Source: an optimization exercise on an open RTL-to-GDS flow (aim: a short achievable clock period and few clock cycles per item). Production flows keep margins and buffers that such runs may drop.
Only simulation tests tie the RTL to the original design; equivalence was not proved.

## rev 12
// nx_grid_top
module nx_grid_top
(
      input  logic                 clk_i
    , input  logic                 reset_i
    , input  logic                 psel_i
    , input  logic                 penable_i
    , input  logic                 pwrite_i
    , input  logic [NX_APB_AW-1:0] paddr_i
    , input  logic [NX_MSG_W-1:0]  pwdata_i
    , output logic [NX_MSG_W-1:0]  prdata_o
    , output logic                 pready_o
    , output logic                 pslverr_o
);
Size in the first run: roughly 6400 cells after synthesis, roughly 1900 flip-flops.
==> flow/config.mk <==
export PLATFORM = sky130hd
export DESIGN_NAME = nx_grid_top
export DESIGN_NICKNAME = nx_grid_top
export VERILOG_FILES = /design/flow/design.v
export SDC_FILE = /design/flow/constraint.sdc
export NUM_CORES = 4
export LEC_CHECK = 0
export ABC_CLOCK_PERIOD_IN_PS = 100
export CAP_MARGIN = 20
export CORE_MARGIN = 2
export CORE_UTILIZATION = 40
export CTS_CLUSTER_DIAMETER = 60
export CTS_CLUSTER_SIZE = 25
export SETUP_SLACK_MARGIN = 2.7
export SLEW_MARGIN = 20
export TNS_END_PERCENT = 100
==> flow/constraint.sdc <==
create_clock -name core_clock -period 5.0 [get_ports {clk_i}]
set_input_delay 1.0000 -clock core_clock [delete_from_list [all_inputs] [get_ports {clk_i}]]
set_output_delay 1.0000 -clock core_clock [all_outputs]
set_load 0.01 [all_outputs]
standard.sh (not shown) runs the stock make flow with config.mk's settings and CLKGATE_MAP_FILE= SYNTH_SCRIPT=/design/flow/synth_recipe.tcl, a recipe that flattens the netlist after the stock synthesis.
==> flow/flow/run.sh <==
#!/bin/bash
# Standard layout, except that the port buffers are plain buffers rather than
# the delay-cell the resizer picks by default, and that timing repair may
# swap a cell for any other of the same function (not only the same footprint).
set -euo pipefail
cd "$(dirname "$0")/.."
bash standard.sh synth > synth.log 2>&1
bash standard.sh finish \
    "BUFFER_PORTS_ARGS=-buffer_cell sky130_fd_sc_hd__buf_4" \
    MATCH_CELL_FOOTPRINT=0 > layout.log 2>&1
Testbench counts of rev 12, summed over its fixed seeds: cycles 15,310, runs 2,020.
diff inputs: rev 12 => rev 13
--- a/flow/design.v
+++ b/flow/design.v
@@ -281,21 +281,21 @@
     if (reset_i) begin
         en_q     <= '0;
         inputs_q <= '0;
     end else begin
         if (do_load)   en_q     <= {en_q[NX_MAX_INSTRS-2:0], 1'b1};
         if (do_clear)  en_q     <= '0;
         if (do_inputs) inputs_q <= msg_data_i[NX_REGS-1:0];
     end
 end
 assign g0_d = decode_group(store_q[0], store_q[1], en_q[0], en_q[1], '0);
-assign g1_d = decode_group(store_q[2], store_q[3], en_q[2], en_q[3], g0_q[X_W-1:0]);
+assign g1_d = decode_group(store_q[2], store_q[3], en_q[2], en_q[3], g0_d[X_W-1:0]);
 always_ff @(posedge clk_i) begin
     g0_q <= g0_d;
     g1_q <= g1_d;
 end
 always_comb begin
     raw_d = '0;
     for (int g = 0; g < GROUPS; g++) begin
         raw_d = raw_d | (gnext_q[g] ? {en_q[2*g+1], en_q[2*g], store_q[2*g+1], store_q[2*g]} : '0);
     end
 end
## What came out
Rev 13 finished end to end and its layout was clean on timing, DRC and antenna. The higher max-slew headroom at the worst pin of rev 12 and rev 13 is in rev 12. Rev 13 vs rev 12 — maximum clock frequency dropped 3.7 MHz. Rev 12 -> rev 13: area after synthesis flat. Clock period minus worst slack deteriorates in rev 13 relative to rev 12. Rev 13: total global-route track usage is 0.18 points higher than what rev 12 reported. Relative to rev 12, via count has decreased by about 0.66% in rev 13.
Testbench counts of rev 13, summed over its fixed seeds: cycles 15,310, runs 2,020.

========
RTL: one of the versions met above, not the one the previous note started from.
Size: ~6400 cells after synthesis, roughly 1900 flip-flops, roughly 79 I/O pins, roughly 73000 sq um of cells after synthesis.
export LEC_CHECK = 0
export ABC_CLOCK_PERIOD_IN_PS = 100
export CAP_MARGIN = 20
export CORE_MARGIN = 2
export CORE_UTILIZATION = 40
export SETUP_SLACK_MARGIN = 2.5
export SLEW_MARGIN = 20
export TNS_END_PERCENT = 5
create_clock -name core_clock -period 5.0 [get_ports {clk_i}]
Scripts as last shown in full above: flow/flow/run.sh
Testbench counts at the start, summed over its fixed seeds: cycles 15,310, runs 2,020.
Then changed:
--- a/flow/design.v
+++ b/flow/design.v
@@ -181,20 +181,21 @@
 logic [NX_MAX_INSTRS-1:0] en_q;            
 logic [NX_REGS-1:0]       inputs_q;
 logic [NX_REGS-1:0]       regs_q;
 logic [3:0]               opd_q;
 logic [X_W-1:0]           cur_q;
 logic [D_W-1:0]           nxt_q;
 logic [GROUPS-1:0]        gnext_q;         
 logic [2*NX_INSTR_W+1:0]  raw_q;           
 logic [2*NX_INSTR_W+1:0]  raw_d, raw1;
-logic                     ready_q, restart_q, rs1_q, pend_q, early_q, park_q;
-logic [D_W-1:0]           g0_d, g1_d, g0_q, g1_q;
+logic                     ready_q, restart_q, pend_q, early_q, park_q;
+logic                     stepping;
+logic [D_W-1:0]           g0_d, g1_d, g2_e, g0_q, g1_q;
 logic [D_W-1:0]           fetch_d;
 logic                     do_load, do_inputs, do_trigger, do_clear;
 logic                     store_full, restart;
 logic [NX_MAX_INSTRS-1:0] slot_free;       
 logic [NX_REGS+3:0]       step_d, early_d, restart_d, other_d;
 logic                     publish;
 function automatic logic [3:0] truth_table(input logic [1:0] op);
     case (op)
         NX_OP_AND: truth_table = 4'b1000;
@@ -283,82 +284,85 @@
         inputs_q <= '0;
     end else begin
         if (do_load)   en_q     <= {en_q[NX_MAX_INSTRS-2:0], 1'b1};
         if (do_clear)  en_q     <= '0;
         if (do_inputs) inputs_q <= msg_data_i[NX_REGS-1:0];
     end
 end
 assign g0_d = decode_group(store_q[0], store_q[1], en_q[0], en_q[1], '0);
 assign g1_d = decode_group(store_q[2], store_q[3], en_q[2], en_q[3], g0_d[X_W-1:0]);
+assign g2_e = decode_group(store_q[4], store_q[5], en_q[4], en_q[5], g1_q[X_W-1:0]);
 always_ff @(posedge clk_i) begin
     g0_q <= g0_d;
     g1_q <= g1_d;
 end
 always_comb begin
     raw_d = '0;
     for (int g = 0; g < GROUPS; g++) begin
         raw_d = raw_d | (gnext_q[g] ? {en_q[2*g+1], en_q[2*g], store_q[2*g+1], store_q[2*g]} : '0);
     end
 end
 assign raw1    = {en_q[3], en_q[2], store_q[3], store_q[2]};
 assign fetch_d = decode_group(raw_q[0 +: NX_INSTR_W], raw_q[NX_INSTR_W +: NX_INSTR_W],
                               raw_q[2*NX_INSTR_W], raw_q[2*NX_INSTR_W+1], nxt_q[X_W-1:0]);
-assign early_ok_o = park_q && !rs1_q && !restart_q;
-assign early_d   = {early_data_i, read_operands(g0_q[X_W +: S_W], early_data_i)};
+assign early_ok_o = park_q && !restart_q;
+assign restart    = restart_q && !early_valid_i;
+assign early_d   = advance(g0_q[X_W-1:0], read_operands(g0_q[X_W +: S_W], early_data_i),
+                           early_data_i, g1_q);
 assign restart_d = {inputs_q, 4'b0};
 assign step_d    = advance(cur_q, opd_q, regs_q, nxt_q);
-assign other_d   = early_valid_i ? early_d : restart_d;
+assign other_d   = early_valid_i ? early_d : (restart_q ? restart_d : {regs_q, opd_q});
+assign stepping  = !early_valid_i && !restart_q && !park_q;
 always_ff @(posedge clk_i) begin
-    {regs_q, opd_q} <= (early_valid_i || restart_q) ? other_d : step_d;
-    if (early_valid_i) begin
-        cur_q <= g0_q[X_W-1:0];
-    end else if (restart_q || park_q || ready_q) begin
-        cur_q <= '0;
-    end else begin
-        cur_q <= nxt_q[X_W-1:0];
-    end
+    {regs_q, opd_q} <= stepping ? step_d : other_d;
     if (restart_q) begin
-        nxt_q   <= g0_q;
+        cur_q   <= '0;
+        nxt_q   <= g0_d;
         raw_q   <= raw1;
         gnext_q <= GROUPS'(1) << 2;
-    end else if (park_q || ready_q) begin
-        nxt_q   <= g1_q;
-        raw_q   <= {en_q[5], en_q[4], store_q[5], store_q[4]};
-        gnext_q <= GROUPS'(1) << 3;
+    end else if (park_q) begin
+        cur_q   <= cur_q;
+        nxt_q   <= nxt_q;
+        raw_q   <= raw_q;
+        gnext_q <= gnext_q;
+    end else if (ready_q) begin
+        cur_q   <= g1_q[X_W-1:0];
+        nxt_q   <= g2_e;
+        raw_q   <= {en_q[7], en_q[6], store_q[7], store_q[6]};
+        gnext_q <= GROUPS'(1) << 4;
     end else begin
+        cur_q   <= nxt_q[X_W-1:0];
         nxt_q   <= fetch_d;
         raw_q   <= raw_d;
         gnext_q <= gnext_q << 1;
     end
 end
 always_ff @(posedge clk_i) begin
     if (reset_i) begin
-        rs1_q     <= 1'b1;
-        restart_q <= 1'b0;
+        restart_q <= 1'b1;
         ready_q   <= 1'b0;
         early_q   <= 1'b0;
         park_q    <= 1'b0;
     end else begin
         early_q   <= early_valid_i;
-        rs1_q     <= do_load || do_clear || (do_inputs && !early_q);
-        restart_q <= rs1_q;
+        restart_q <= do_load || do_clear || (do_inputs && !early_q);
         if (do_load || do_clear || (do_inputs && !early_q)) begin
             ready_q <= 1'b0;
         end else if (early_valid_i) begin
-            ready_q <= !g0_q[24];
+            ready_q <= !g1_q[24];
         end else if (restart_q) begin
-            ready_q <= !g0_q[24];
-        end else if (!park_q && !ready_q && !rs1_q) begin
+            ready_q <= !g0_d[24];
+        end else if (!park_q && !ready_q) begin
             ready_q <= !nxt_q[24];
         end
         if (restart_q || early_valid_i) begin
             park_q <= 1'b0;
-        end else if (ready_q && !rs1_q) begin
+        end else if (ready_q) begin
             park_q <= 1'b1;
         end
     end
 end
 assign publish = (pend_q || do_trigger) && ready_q;
 always_ff @(posedge clk_i) begin
     if (reset_i) begin
         pend_q <= 1'b0;
     end else begin
Hold slack got worse by 23 ps.
Sequential cell count fell by 8.
Utilization rose by 0.31 points.
Via count rose by 26%.
Design area rose by about 14%.
Non-clock buffer count rose by 53.
Sequential share of layout area fell by 3.2 points.
Register-to-register slack got worse by 220 ps.
Setup slack got worse by 150 ps.
Clock skew fell by 10 ps.
Area after synthesis rose by about 14%.
Testbench counts after the change, summed over its fixed seeds: cycles 14,898, runs 2,020.

## port drivers added, routing unchanged
Ports are ideal in the flow. The routed layouts listed here were re-timed in OpenROAD. Step 1: set_driving_cell puts a clkbuf_16 on clk_i and a buf_2 on each other input, an assumption about the parent block. Step 2 adds t to the input delays and takes it off the output delays; t is the mean of the earliest and latest rising clock arrival at the registers after step 1. Input paths then give back, and output paths get back, about the clock's delay inside the block. Three values: no drivers, after step 1, after step 2; two values: the first two.
| run | t, ns | setup WS [ns] | hold slack, ns | worst register clock-pin slew, ns |
|---|---|---|---|---|
| rev 12 | 0.909 | 2.664 / 2.611 / 1.757 | 0.267 / 0.208 / 0.437 | 0.09 / 0.09 |
| rev 13 | 0.895 | 2.644 / 2.553 / 1.691 | 0.292 / 0.227 / 0.445 | 0.10 / 0.10 |
| the first run of note 2 | 0.913 | 2.314 / 2.295 / 1.382 | 0.281 / 0.220 / 0.414 | 0.07 / 0.07 |
| the second run of note 2 | 0.938 | 2.169 / 2.169 / 1.274 | 0.258 / 0.189 / 0.457 | 0.07 / 0.07 |
After both steps setup and hold are still met in every run listed. The setup slack of rev 13, which loses most, moves by -0.091 ns with the drivers and by -0.953 ns with both steps.
